Background: an optimization exercise with open tools, aiming at small area. Do not read the settings as production practice.
For this run, only the layout was checked, not whether the RTL still works.
Power and IR drop assume default switching activity.

`flow/run.sh`:
```
#!/bin/bash
# Standard ORFS layout with these changes: ports are buffered with buf_1 (the smallest
# buffer) instead of ORFS's default pick; synthesis buffers are removed at floorplan;
# before repair_design, drivers of nets with 10
# or more loads get drive strength 4 (flow/presize.tcl); CTS uses clkbuf_8 with sink
# clusters of up to 16 flip-flops within 50 um, and no dummy loads.
set -euo pipefail
here=$(pwd)
bash standard.sh synth > synth.log 2>&1
bash standard.sh finish \
  "BUFFER_PORTS_ARGS=-buffer_cell sky130_fd_sc_hd__buf_1" \
  "PRE_RESIZE_TCL=$here/flow/presize.tcl" \
  "REMOVE_ABC_BUFFERS=1" \
  "CTS_ARGS=-sink_clustering_enable -repair_clock_nets -dont_use_dummy_load -buf_list sky130_fd_sc_hd__clkbuf_8 -sink_clustering_size 16 -sink_clustering_max_diameter 50" \
  > layout.log 2>&1
```
`flow/presize.tcl`:
```
# Before repair_design: give each combinational driver of a net with 10 or more loads the
# _4 drive strength of its own cell, so the net needs no slew buffers.
set n_up 0
foreach inst [get_cells *] {
  set master [get_property $inst ref_name]
  if {![regexp {^(sky130_fd_sc_hd__[a-z0-9]+)_([0-9]+)$} $master -> base size]} { continue }
  if {[string match "*df*" $base] || [string match "*buf*" $base] || [string match "*inv*" $base]} { continue }
  if {$size >= 4} { continue }
  set fo 0
  foreach pin [get_pins -of_objects $inst -filter "direction==output"] {
    set net [get_nets -quiet -of_objects $pin]
    if {$net eq ""} { continue }
    set n [llength [get_pins -quiet -of_objects $net -filter "direction==input"]]
    if {$n > $fo} { set fo $n }
  }
  if {$fo < 10} { continue }
  set target [get_lib_cells -quiet */${base}_4]
  if {$target eq ""} { continue }
  replace_cell $inst [get_name $target]
  incr n_up
}
puts "presize: $n_up drivers set to drive strength 4"
```
`standard.sh`:
```
#!/bin/bash
# synth_recipe.tcl (not shown) runs the flow's synth.tcl, then flattens the netlist and writes it again
# the make line also repeats each setting of config.mk as NAME=value (left out here)
make -C /OpenROAD-flow-scripts/flow DESIGN_CONFIG=/design/flow/config.mk WORK_HOME=/design/flow/orfs CLKGATE_MAP_FILE= SYNTH_SCRIPT=/design/flow/synth_recipe.tcl "${@:-finish}"
```
`config.mk`:
```
export PLATFORM = sky130hd
export DESIGN_NAME = rtype_mc_datapath
export DESIGN_NICKNAME = rtype_mc_datapath
export VERILOG_FILES = /design/flow/design.v
export SDC_FILE = /design/flow/constraint.sdc
export NUM_CORES = 4
export LEC_CHECK = 0
export CAP_MARGIN = 5
export CELL_PAD_IN_SITES_DETAIL_PLACEMENT = 1
export CELL_PAD_IN_SITES_GLOBAL_PLACEMENT = 2
export CORE_MARGIN = 2
export CORE_UTILIZATION = 65
export GPL_TIMING_DRIVEN = 0
export PLACE_DENSITY = 0.75
export SLEW_MARGIN = 5
export SYNTH_HIERARCHICAL = 1
export SYNTH_MINIMUM_KEEP_SIZE = 0
```
`constraint.sdc`:
```
create_clock -name core_clock -period 8.0 [get_ports {clk}]
set_input_delay 1.6000 -clock core_clock [delete_from_list [all_inputs] [get_ports {clk}]]
set_output_delay 1.6000 -clock core_clock [all_outputs]
set_load 0.01 [all_outputs]
```
`design.v`:
```
module rf_aoi222 (
    input  logic a1, b1, a2, b2, a3, b3,
    output logic y
);
    assign y = ~((a1 & b1) | (a2 & b2) | (a3 & b3));
endmodule
module rf_nand2 (
    input  logic a, b,
    output logic y
);
    assign y = ~(a & b);
endmodule
module rf_aoi22 (
    input  logic a1, b1, a2, b2,
    output logic y
);
    assign y = ~((a1 & b1) | (a2 & b2));
endmodule
module rf_bitmux_lo (
    input  logic [30:0] sel,
    input  logic [30:0] d,
    input  logic        xs,
    input  logic        xd,
    output logic        y
);
    logic [10:0] t;
    for (genvar i = 0; i < 10; i++) begin : g
        rf_aoi222 u(.a1(sel[3*i]), .b1(d[3*i]), .a2(sel[3*i+1]), .b2(d[3*i+1]),
                    .a3(sel[3*i+2]), .b3(d[3*i+2]), .y(t[i]));
    end
    rf_aoi22 u_last(.a1(sel[30]), .b1(d[30]), .a2(xs), .b2(xd), .y(t[10]));
    assign y = ~&t;
endmodule
module rf_bitmux_hi (
    input  logic [30:0] sel,
    input  logic [30:0] d,
    output logic        y
);
    logic [10:0] t;
    for (genvar i = 0; i < 10; i++) begin : g
        rf_aoi222 u(.a1(sel[3*i]), .b1(d[3*i]), .a2(sel[3*i+1]), .b2(d[3*i+1]),
                    .a3(sel[3*i+2]), .b3(d[3*i+2]), .y(t[i]));
    end
    rf_nand2 u_last(.a(sel[30]), .b(d[30]), .y(t[10]));
    assign y = ~&t;
endmodule
module rf_ao22 (
    input  logic a1, b1, a2, b2,
    output logic y
);
    assign y = (a1 & b1) | (a2 & b2);
endmodule
module rf_ao222 (
    input  logic a1, b1, a2, b2, a3, b3,
    output logic y
);
    assign y = (a1 & b1) | (a2 & b2) | (a3 & b3);
endmodule
module rf_mux16 (
    input  logic [15:0] d,
    input  logic [3:0]  s,
    output logic        y
);
    assign y = d[s];
endmodule
module rf_and2 (
    input  logic a, b,
    output logic y
);
    assign y = a & b;
endmodule
module rf_dec (
    input  logic [4:0]  slot,
    input  logic        en,
    output logic [30:0] sel
);
    logic [3:0] lo;
    logic [7:0] hi;
    always_comb begin
        for (int i = 0; i < 4; i++) lo[i] = (slot[1:0] == 2'(i));
        for (int i = 0; i < 8; i++) hi[i] = en && (slot[4:2] == 3'(i));
    end
    for (genvar k = 0; k < 31; k++) begin : g_sel
        rf_and2 u(.a(lo[k % 4]), .b(hi[k / 4]), .y(sel[k]));
    end
endmodule
module rf_slot (
    input  logic [4:0] r,
    input  logic [4:0] g,
    output logic [4:0] slot,
    output logic       ge
);
    logic [5:0] dif;
    assign dif  = {1'b0, r} - {1'b0, g};
    assign ge   = ~dif[5];
    assign slot = dif[5] ? dif[4:0] - 5'd1 : dif[4:0];
endmodule
module rtype_mc_datapath #(
    parameter int DATA_W = 32,
    parameter int NREGS  = 32
) (
    input  logic              clk,
    input  logic              reset,
    input  logic              instr_valid,
    output logic              instr_ready,
    input  logic [31:0]       instr,
    output logic [DATA_W-1:0] out,
    output logic [5:0]        op,
    output logic              zero,
    output logic              done,
    output logic              illegal,
    output logic              ovf,
    input  logic [4:0]        dbg_addr,
    output logic [DATA_W-1:0] dbg_data
);
    localparam logic [4:0] T_IDLE = 5'd17, T_LOAD = 5'd31, T_DONE = 5'd16;
    logic [4:0]  t_q, t_d;
    logic [4:0]  ia_q;      
    logic        busy_q;    
    logic [21:0] ins_q;     
    logic        rdnz_q;
    logic [31:0] a_q, a_d;
    logic        cy_q, f_q, z_q;
    logic [4:0]  g_q;
    logic        init_q;
    logic [31:0] ring_q [31];
    logic is_load, is_step, is_done, wait_in;
    logic [4:0] t_inc;
    assign t_inc   = t_q + 5'd1;
    assign is_load = (t_q == T_LOAD);
    assign is_step = ~t_q[4];
    assign is_done = (t_q == T_DONE);
    assign wait_in = (t_q == T_IDLE) | is_done;
    logic [5:0] opc, funct;
    logic [4:0] rt, shamt;
    assign opc   = ins_q[21:16];
    assign rt    = ins_q[15:11];
    assign shamt = ins_q[10:6];
    assign funct = ins_q[5:0];
    logic legal, is_add, is_sub, is_slt, is_sltu, is_and, is_or, is_xor, is_nor;
    logic is_sll, is_srl, is_sra, is_shift, is_cmp, is_addsub, inv_b;
    always_comb begin
        {is_add, is_sub, is_slt, is_sltu, is_and, is_or, is_xor, is_nor, is_sll, is_srl, is_sra} = '0;
        case (funct)
            6'h20: is_add  = 1'b1;
            6'h22: is_sub  = 1'b1;
            6'h24: is_and  = 1'b1;
            6'h25: is_or   = 1'b1;
            6'h26: is_xor  = 1'b1;
            6'h27: is_nor  = 1'b1;
            6'h2A: is_slt  = 1'b1;
            6'h2B: is_sltu = 1'b1;
            6'h00: is_sll  = 1'b1;
            6'h02: is_srl  = 1'b1;
            6'h03: is_sra  = 1'b1;
            default: ;
        endcase
    end
    assign legal     = (opc == 6'd0) && (is_add | is_sub | is_slt | is_sltu | is_and | is_or |
                                         is_xor | is_nor | is_sll | is_srl | is_sra);
    assign is_shift  = is_sll | is_srl | is_sra;
    assign is_cmp    = legal & (is_slt | is_sltu);
    assign is_addsub = legal & (is_add | is_sub);
    assign inv_b     = is_sub | is_slt | is_sltu;
    logic [4:0]  raddr;
    logic [4:0]  slot;
    logic        ren, uninit;
    logic [30:0] sel;
    logic [31:0] word;
    assign raddr  = busy_q ? ia_q : dbg_addr;
    logic ge;
    rf_slot u_slot(.r(raddr), .g(g_q), .slot(slot), .ge(ge));
    assign uninit = init_q & ge & (raddr != 5'd0);
    assign ren    = (raddr != 5'd0) & ~uninit;
    rf_dec u_dec(.slot(slot), .en(ren), .sel(sel));
    for (genvar b = 0; b < 32; b++) begin : g_rd
        logic [30:0] d;
        for (genvar k = 0; k < 31; k++) begin : g_k
            assign d[k] = ring_q[k][b];
        end
        if (b < 5) begin : g_lo
            rf_bitmux_lo u_mux(.sel(sel), .d(d), .xs(uninit), .xd(raddr[b]), .y(word[b]));
        end else begin : g_hi
            rf_bitmux_hi u_mux(.sel(sel), .d(d), .y(word[b]));
        end
    end
    assign dbg_data = word;
    logic [4:0]  kk;
    logic [6:0]  j0;
    logic [5:0]  pe, po;
    logic [15:0] w_even, w_odd;
    logic        oor0, oor1, fill, m_even, m_odd, b0, b1, a0, a1, c1, c2, s0, s1, ins0, ins1, bb0, bb1;
    assign kk     = is_shift ? shamt : 5'd0;
    assign j0     = {2'b0, t_q[3:0], 1'b0} + ({7{is_sll}} ^ {2'b0, kk}) + {6'd0, is_sll};
    assign po     = j0[6:1];
    assign pe     = po + {5'd0, j0[0]};
    always_comb begin
        for (int i = 0; i < 16; i++) begin
            w_even[i] = word[2 * i];
            w_odd[i]  = word[2 * i + 1];
        end
    end
    rf_mux16 u_even(.d(w_even), .s(pe[3:0]), .y(m_even));
    rf_mux16 u_odd(.d(w_odd), .s(po[3:0]), .y(m_odd));
    assign fill   = is_sra & word[31];
    assign oor0   = po[5] | po[4];
    assign oor1   = pe[5] | pe[4];
    assign b0     = oor0 ? fill : (j0[0] ? m_odd : m_even);
    assign b1     = oor1 ? fill : (j0[0] ? m_even : m_odd);
    assign a0    = a_q[0];
    assign a1    = a_q[1];
    assign bb0   = b0 ^ inv_b;
    assign bb1   = b1 ^ inv_b;
    assign s0    = a0 ^ bb0 ^ cy_q;
    assign c1    = (a0 & bb0) | (a0 & cy_q) | (bb0 & cy_q);
    assign s1    = a1 ^ bb1 ^ c1;
    assign c2    = (a1 & bb1) | (a1 & c1) | (bb1 & c1);
    always_comb begin
        ins0 = 1'b0;
        ins1 = 1'b0;
        if (legal) begin
            if (is_add | is_sub) begin ins0 = s0; ins1 = s1; end
            else if (is_and) begin ins0 = a0 & b0; ins1 = a1 & b1; end
            else if (is_or)  begin ins0 = a0 | b0; ins1 = a1 | b1; end
            else if (is_xor) begin ins0 = a0 ^ b0; ins1 = a1 ^ b1; end
            else if (is_nor) begin ins0 = ~(a0 | b0); ins1 = ~(a1 | b1); end
            else if (is_shift) begin ins0 = b0; ins1 = b1; end
        end
    end
    logic [4:0] g_ahead;    
    logic [4:0] rd_in;
    logic       accept, we;
    assign rd_in       = instr[15:11];
    assign g_ahead     = (g_q <= 5'd13) ? g_q + 5'd18 : g_q - 5'd13;
    assign instr_ready = wait_in & ((rd_in == 5'd0) | (rd_in == g_ahead));
    assign accept      = instr_valid & instr_ready;
    assign done        = is_done;
    always_comb begin
        if (accept) t_d = T_LOAD;
        else if (t_q == T_IDLE) t_d = T_IDLE;
        else t_d = t_inc;
    end
    always_ff @(posedge clk or posedge reset) begin
        if (reset) begin
            t_q    <= T_IDLE;
            busy_q <= 1'b0;
            g_q    <= 5'd1;
            init_q <= 1'b1;
        end else begin
            t_q    <= t_d;
            busy_q <= (t_d != T_IDLE) && (t_d != T_DONE);
            g_q    <= (g_q == 5'd31) ? 5'd1 : g_q + 5'd1;
            if (g_q == 5'd31) init_q <= 1'b0;
        end
    end
    logic        not_load;
    logic [31:0] a_sh;
    assign not_load = ~is_load;
    assign a_sh     = {ins1, ins0, a_q[31:2]};
    for (genvar b = 0; b < 32; b++) begin : g_a
        rf_ao22 u(.a1(is_load), .b1(word[b]), .a2(not_load), .b2(a_sh[b]), .y(a_d[b]));
    end
    always_ff @(posedge clk) begin
        ia_q <= wait_in ? instr[25:21] : rt;
        if (wait_in) begin
            ins_q  <= {instr[31:26], instr[20:16], instr[10:6], instr[5:0]};
            rdnz_q <= (rd_in != 5'd0);
        end
        a_q   <= a_d;
        cy_q  <= is_step ? c2 : inv_b;
        z_q   <= is_step ? (z_q & ~ins0 & ~ins1) : 1'b1;
        f_q   <= is_slt ? (s1 ^ c1 ^ c2) : is_sltu ? ~c2 : (c1 ^ c2);
    end
    assign out     = {a_q[31:1], a_q[0] | (is_cmp & f_q)};
    assign zero    = z_q & ~(is_cmp & f_q);
    assign illegal = ~legal;
    assign ovf     = is_addsub & f_q;
    assign op      = opc;
    assign we      = is_done & legal & ~ovf & rdnz_q;
    logic        keep, iw;
    logic [31:0] wdata;
    assign keep  = ~we & ~init_q;
    assign iw    = init_q & ~we;
    for (genvar b = 0; b < 32; b++) begin : g_w
        if (b < 5) begin : g_lo
            rf_ao222 u(.a1(we), .b1(out[b]), .a2(keep), .b2(ring_q[0][b]), .a3(iw), .b3(g_q[b]), .y(wdata[b]));
        end else begin : g_hi
            rf_ao22 u(.a1(we), .b1(out[b]), .a2(keep), .b2(ring_q[0][b]), .y(wdata[b]));
        end
    end
    always_ff @(posedge clk) begin
        for (int k = 0; k < 30; k++) ring_q[k] <= ring_q[k + 1];
        ring_q[30] <= wdata;
    end
endmodule
```
==> PnR_summary.wiki <==
{| class="wikitable"
! Metric !! Value
|-
| Async set-or-reset flop fraction in the synthesized netlist || 0.0112
|-
| Compound-cell area share of the yosys netlist || 0.148
|-
| Post-Synthesis Cells || 1963
|-
| H-Tree Level Count || 3
|-
| Die width || 215 microns
|-
| # clock sinks || 1067
|-
| Dominant register cell in the synthesized netlist || sky130_fd_sc_hd__dfxtp_1
|-
| Number of CTS-inserted buffers || 79
|-
| Stage where the flow stopped || global routing (5_1_grt)
|-
| Share of synthesized area spent on multiplexers || 0.0153
|-
| Maximum number of pins on one net before global-route repair || 34
|-
| Initial standard-cell utilization of the core || 0.658
|-
| Height of the die || 215 microns
|-
| Estimated wirelength of the detail-placed design || 54300 microns
|-
| Per-instance average area after synthesis || 14.8 sq um
|-
| Dpl cell area || 30400 sq um
|-
| Count of flip-flops with a built-in enable after synthesis || 23
|-
| Weighted congestion reported at the end of routability-driven placement || 0.819
|-
| GRT worst endpoint || z_q$_SDFF_PP1_/D
|-
| Xor/xnor cell area share of the yosys netlist || 0.00819
|-
| Largest area contributor in the synthesized netlist || sky130_fd_sc_hd__dfxtp_1
|-
| Share of synthesized area occupied by flip-flops and latches || 0.746
|-
| Adder-Cell Fraction of Synth Area || 0.0151
|-
| Leading cell types by total area after synthesis || sky130_fd_sc_hd__dfxtp_1, sky130_fd_sc_hd__a222oi_1, sky130_fd_sc_hd__edfxtp_1
|-
| Pre-CTS setup slack || -1.17 ns
|-
| Number of core rows || 77
|-
| Buffers added on ports || 114
|-
| Number of warnings reported in the yosys synthesis log || 10
|-
| Antenna violations before repair || 31
|-
| Worst endpoint type || register input
|-
| Error || [ERROR GRT-0232] Routing congestion too high. Check the congestion heatmap in the GUI.
|-
| Count of pins on the block boundary || 115
|-
| Global route overflow || 388
|-
| Most used standard cells in the synthesized netlist || sky130_fd_sc_hd__dfxtp_1, sky130_fd_sc_hd__a222oi_1, sky130_fd_sc_hd__nand4_1
|-
| Number of instances in the placed design || 2662
|-
| Dominant combinational cell family by area after synthesis || compound AO/OA/AOI/OAI gates
|-
| Run status || did not finish
|-
| Number of library cell types mapped by synthesis || 68
|-
| All-layer global routing usage || 0.873
|-
| Area share of and/or/nand/nor cells after synthesis || 0.0610
|-
| Root buffer cell || sky130_fd_sc_hd__clkbuf_8
|-
| Post-synthesis cell area || 29000 sq um
|-
| Total of flip-flops plus latches after synthesis || 1067
|-
| Maximum number of buffers from clock root to sink || 3
|-
| Area share of the leading cell type in the synthesized netlist || 0.711
|-
| Most repeated cell in the gate-level netlist after synthesis || sky130_fd_sc_hd__dfxtp_1
|}
-- per-stage QoR --
stage,setup TNS [ns],util
4_1_cts,0,0.721
3_5_place_dp,-4.08,0.688
3_3_place_gp,-247.31,0.683
2_1_floorplan,0,-
-- modules after synthesis (local to each module, per instance) --
module,cells inside,cell area (sq um),flip-flops and latches
rf_ao222,2,13.8,0
rf_aoi222,1,10.0,0
rf_ao22,1,8.76,0
rf_nand2,1,3.75,0
rf_bitmux_lo,4,23.8,0
rtype_mc_datapath,1320,23400,1067
rf_aoi22,1,12.5,0
rf_and2,1,6.26,0
rf_mux16,7,135,0
rf_bitmux_hi,4,23.8,0
rf_slot,37,304,0
rf_dec,12,119,0
-- per-layer routing --
layer | GRT overflow | global-route usage
met1 | 11 | 0.875
met2 | 221 | 0.980
met3 | 22 | 0.772
met4 | 133 | 0.870
met5 | 1 | 0.559
-- worst max-delay path by stage --
stage | to
detailed placement | z_q$_SDFF_PP1_
CTS | z_q$_SDFF_PP1_
floorplan | z_q$_SDFF_PP1_
global placement | ring_q[30][4]$_DFF_P_
-- power by group through the flow --
stage               clock [mW]  sequential, mW  combinational [mW]
global placement             0            5.57                2.10
detailed placement           0            5.58                2.24
floorplan                    0            5.56               0.998
CTS                       2.49            5.46                2.77
-- cells by family after synthesis --
logic type,after synthesis
DFF,1067
AOI/OAI and AO/OA,454
and+or+nand+nor,311
buffers and inverters,44
adders and majority gates,32
muxes,30
xor gates and xnor gates,25
-- repair_timing --
item / 4_1_cts
gates resized for setup: 43
pin swaps: 24
setup buffers: 4
endpoints found under the setup margin: 4
gates cloned: 25
hold buffers: 0
